This design comes from an exercise in tuning for small area, a short achievable clock period and few clock cycles on the open sky130 flow, not from production work.

==> try-juniper <==
Design sorted_list_store_unit, start of the top module:
module sorted_list_store_unit
#(
  parameter int unsigned CAPACITY = DEF_CAPACITY
) (
  input  logic                    clk,
  input  logic                    rst,
  input  logic                    in_valid,
  output logic                    in_ready,
  input  logic [1:0]              command,
  input  logic signed [VAL_W-1:0] value,
  input  logic [3:0]              position,
  output logic                    out_valid,
  input  logic                    out_ready,
  output logic [1:0]              status,
  output logic signed [VAL_W-1:0] data_out,
  output logic [3:0]              found_index,
  output logic [4:0]              count
);
clock: 7.0 ns
lec_check: 0
cap_margin: 20
core_margin: 2
core_utilization: 40
setup_slack_margin: 4.2
slew_margin: 20
synth_hierarchical: 1
run.sh (not shown) runs the stock make flow with config.mk's settings and CLKGATE_MAP_FILE= SYNTH_SCRIPT=/design/flow/synth_recipe.tcl, a recipe that flattens the netlist after the stock synthesis.
==> try-zinc: changes against try-juniper <==
--- a/flow/design.v
+++ b/flow/design.v
@@ -19,30 +19,30 @@
 (
   input  logic                    clk,
   input  logic                    sel_hold,
   input  logic                    sel_left,      
   input  logic                    sel_value,     
   input  logic                    sel_right,     
-  input  logic signed [VAL_W-1:0] left_entry,
-  input  logic signed [VAL_W-1:0] right_entry,
-  input  logic signed [VAL_W-1:0] ins_value,
-  input  logic signed [VAL_W-1:0] cmp_value_n,   
-  output logic signed [VAL_W-1:0] entry,
+  input  logic [VAL_W-1:0]        left_entry,
+  input  logic [VAL_W-1:0]        right_entry,
+  input  logic [VAL_W-1:0]        ins_value,
+  input  logic [VAL_W-1:0]        cmp_value_n,   
+  output logic [VAL_W-1:0]        entry,
   input  logic                    cmp_load,      
   input  logic                    left_gt,
   input  logic                    left_eq,
   input  logic                    right_gt,
   input  logic                    right_eq,
   input  logic                    value_gt,      
   input  logic                    value_eq,
   output logic                    gt,            
   output logic                    eq,            
   output logic                    x_gt,          
   output logic                    x_eq
 );
-  logic signed [VAL_W-1:0] cmp_value;
+  logic [VAL_W-1:0] cmp_value;
   assign cmp_value = ~cmp_value_n;
   assign gt = (entry > cmp_value);
   assign eq = (entry == cmp_value);
   always_ff @(posedge clk) begin
     entry <= ({VAL_W{sel_hold}}  & entry)      | ({VAL_W{sel_left}}  & left_entry) |
              ({VAL_W{sel_value}} & ins_value)  | ({VAL_W{sel_right}} & right_entry);
@@ -76,51 +76,52 @@
   output logic [4:0]              count
 );
   localparam int unsigned IDX_W = $clog2(CAPACITY);
   localparam int unsigned CNT_W = $clog2(CAPACITY + 1);
   logic                    i_v;
   logic [1:0]              i_cmd;
-  logic signed [VAL_W-1:0] i_val;
+  logic [VAL_W-1:0]        i_nu;      
   logic [IDX_W-1:0]        i_pos;
   logic                    e_v;
   logic [1:0]              e_cmd;
+  logic [VAL_W-1:0]        e_u;       
   logic signed [VAL_W-1:0] e_val;
   logic [IDX_W-1:0]        e_pos;
   logic                    s_v;
   logic [1:0]              s_status;
   logic signed [VAL_W-1:0] s_data;
   logic [IDX_W-1:0]        s_idx;
   logic [CNT_W-1:0]        s_count;
-  logic signed [VAL_W-1:0] entry [CAPACITY];
+  logic [VAL_W-1:0]        entry [CAPACITY];
   logic [CAPACITY-1:0]     vld;             
   logic [CNT_W-1:0]        fill;
-  logic                    accept, exec, adv;
-  assign in_ready = !(i_v && e_v && s_v);
+  logic                    accept, exec, adv, in_ready_q;
+  logic i_v_next, e_v_next, s_v_next;
+  assign in_ready = in_ready_q;
   assign accept   = in_valid && in_ready;
   assign exec     = e_v && !s_v;
   assign adv      = i_v && (!e_v || exec);
   logic [CAPACITY-1:0]     c_gt, c_eq, x_gt, x_eq;
   logic [CAPACITY-1:0]     sel_hold, sel_left, sel_value, sel_right;
   logic                    v_gt, v_eq;
-  logic signed [VAL_W-1:0] i_val_n;
-  assign i_val_n = ~i_val;
-  assign v_gt    = (e_val > i_val);
-  assign v_eq    = (e_val == i_val);
+  assign v_gt    = (e_u > ~i_nu);
+  assign v_eq    = (e_u == ~i_nu);
+  assign e_val   = e_u ^ {1'b1, {(VAL_W-1){1'b0}}};
   for (genvar i = 0; i < CAPACITY; i++) begin : g_cell
     localparam int L = (i == 0) ? 0 : i - 1;
     localparam int R = (i == CAPACITY - 1) ? i : i + 1;
     sls_cell u_cell (
       .clk         (clk),
       .sel_hold    (sel_hold[i]),
       .sel_left    (sel_left[i]),
       .sel_value   (sel_value[i]),
       .sel_right   (sel_right[i]),
       .left_entry  (entry[L]),
       .right_entry (entry[R]),
-      .ins_value   (e_val),
-      .cmp_value_n (i_val_n),
+      .ins_value   (e_u),
+      .cmp_value_n (i_nu),
       .entry       (entry[i]),
       .cmp_load    (adv),
       .left_gt     (c_gt[L]),
       .left_eq     (c_eq[L]),
       .right_gt    (c_gt[R]),
       .right_eq    (c_eq[R]),
@@ -145,19 +146,16 @@
   always_comb begin
     for (int i = 0; i < CAPACITY; i++) begin
       at_pos[i] = (IDX_W'(i) >= e_pos);
       psel[i]   = (IDX_W'(i) == e_pos);
     end
   end
-  always_comb begin
-    from_eq[0] = eqv[0];
-    for (int i = 1; i < CAPACITY; i++) from_eq[i] = from_eq[i-1] | eqv[i];
-  end
+  assign from_eq = eqv | ((vld & x_gt) & {CAPACITY{|eqv}});
   assign full   = vld[CAPACITY-1];
   assign pos_ok = |(psel & vld);
-  assign found  = from_eq[CAPACITY-1];
+  assign found  = |eqv;
   assign is_ins = (e_cmd == CMD_INSERT);
   assign ins_ok = is_ins && !full;
   assign rat_ok = (e_cmd == CMD_REMOVE_AT) && pos_ok;
   always_comb begin
     ins_idx  = '0;
     val_idx  = '0;
@@ -165,20 +163,20 @@
     for (int i = 0; i < CAPACITY; i++) begin
       here[i]     = mark[i] && (i == 0 || !mark[(i == 0) ? 0 : i-1]);
       first_eq[i] = eqv[i] && (i == 0 || !from_eq[(i == 0) ? 0 : i-1]);
       shift_up[i] = (i > 0) && mark[(i == 0) ? 0 : i-1];
       if (here[i])     ins_idx |= IDX_W'(i);
       if (first_eq[i]) val_idx |= IDX_W'(i);
-      if (psel[i])     pos_data |= entry[i];
+      if (psel[i])     pos_data |= entry[i] ^ {1'b1, {(VAL_W-1){1'b0}}};
     end
   end
   always_comb begin
     for (int i = 0; i < CAPACITY; i++) begin
       sel_left[i]  = exec && ins_ok && shift_up[i];
       sel_value[i] = exec && ins_ok && here[i];
-      sel_right[i] = exec && ((rat_ok && at_pos[i]) ||
+      sel_right[i] = exec && (((e_cmd == CMD_REMOVE_AT) && at_pos[i]) ||
                               (e_cmd == CMD_REMOVE_VAL && from_eq[i]));
       sel_hold[i]  = !(sel_left[i] || sel_value[i] || sel_right[i]);
     end
   end
   always_comb begin
     r_status = ST_MISS;
@@ -221,47 +219,49 @@
     end else if (exec) begin
       fill <= r_count;
       if (ins_ok) vld <= {vld[CAPACITY-2:0], 1'b1};
       else if (rat_ok || (e_cmd == CMD_REMOVE_VAL && found)) vld <= {1'b0, vld[CAPACITY-1:1]};
     end
   end
+  always_comb begin
+    i_v_next = accept ? 1'b1 : adv ? 1'b0 : i_v;
+    e_v_next = adv ? 1'b1 : exec ? 1'b0 : e_v;
+    if (s_v)                          s_v_next = !out_ready;
+    else if (out_valid && !out_ready) s_v_next = exec;
+    else                              s_v_next = 1'b0;
+  end
   always_ff @(posedge clk) begin
     if (rst) begin
-      i_v <= 1'b0;
-      e_v <= 1'b0;
+      i_v        <= 1'b0;
+      e_v        <= 1'b0;
+      in_ready_q <= 1'b1;
     end else begin
-      if (accept)    i_v <= 1'b1;
-      else if (adv)  i_v <= 1'b0;
-      if (adv)       e_v <= 1'b1;
-      else if (exec) e_v <= 1'b0;
+      i_v        <= i_v_next;
+      e_v        <= e_v_next;
+      in_ready_q <= !(i_v_next && e_v_next && s_v_next);
     end
   end
   always_ff @(posedge clk) begin
     if (accept) begin
       i_cmd <= command;
-      i_val <= value;
+      i_nu  <= {value[VAL_W-1], ~value[VAL_W-2:0]};
       i_pos <= position;
     end
     if (adv) begin
       e_cmd <= i_cmd;
-      e_val <= i_val;
+      e_u   <= ~i_nu;
       e_pos <= i_pos;
     end
   end
   always_ff @(posedge clk) begin
     if (rst) begin
       out_valid <= 1'b0;
       s_v       <= 1'b0;
     end else begin
-      if (s_v) begin
-        if (out_ready) s_v <= 1'b0;
-      end else if (out_valid && !out_ready) begin
-        s_v <= exec;
-      end else begin
-        out_valid <= exec;
-      end
+      s_v <= s_v_next;
+      if (!s_v && !(out_valid && !out_ready)) out_valid <= exec;
     end
   end
   always_ff @(posedge clk) begin
     if (s_v) begin
       if (out_ready) begin
         status      <= s_status;
Settings changed: ABC_AREA from default to 1, CORE_UTILIZATION 40 to 55, CTS_CLUSTER_DIAMETER from default to 60, CTS_CLUSTER_SIZE from default to 20, PLACE_DENSITY from default to 0.7, SETUP_SLACK_MARGIN 4.2 to 4.0, TNS_END_PERCENT from default to 30.
==> comparison <==
- try-zinc finished clean. try-juniper completed without violations.
- Of try-juniper and try-zinc, try-zinc has the higher synthesized cell count (gap 32%, measured against try-zinc).
- Of try-zinc and try-juniper, try-juniper has the higher cell area (gap 10%, measured against try-juniper).
- In try-zinc the non-clock buffer count is lower than in try-juniper, by 340.
- Against try-juniper, the first-iteration DRC count of try-zinc is lower by about 7%.
- Against try-juniper, the maximum frequency of try-zinc is higher by 23%.
- Between try-juniper and try-zinc, the lower critical path depth is in try-zinc (gap 2).
No functional check of the RTL was part of any run of this note.

separate check: timing with driven ports:
Ports are ideal in the flow. The routed layouts listed here were re-timed in OpenROAD. Step 1 assumes that a clkbuf_16 drives the clock port and a buf_2 every other input. Step 2, shift: input delay + t, output delay - t, t = (earliest + latest rising clock arrival at the registers) / 2. This alone moves slack from input paths to output paths. a / b / c = ideal ports / drivers / drivers and shift; a / b = the first two.
| run | t (ns) | setup slack, ns | worst register clock-pin slew, ns | worst slew at a driven data input, ns |
|---|---|---|---|---|
| try-juniper | 0.785 | 3.162 / 3.162 / 3.162 | 0.07 / 0.07 | 0.07 |
| try-zinc | 0.762 | 3.881 / 3.848 / 3.607 | 0.08 / 0.08 | 0.11 |
After both steps setup and hold are still met in every run listed. For try-zinc, which loses most, drivers alone change the setup slack by -0.033 ns; drivers and shift together by -0.274 ns.
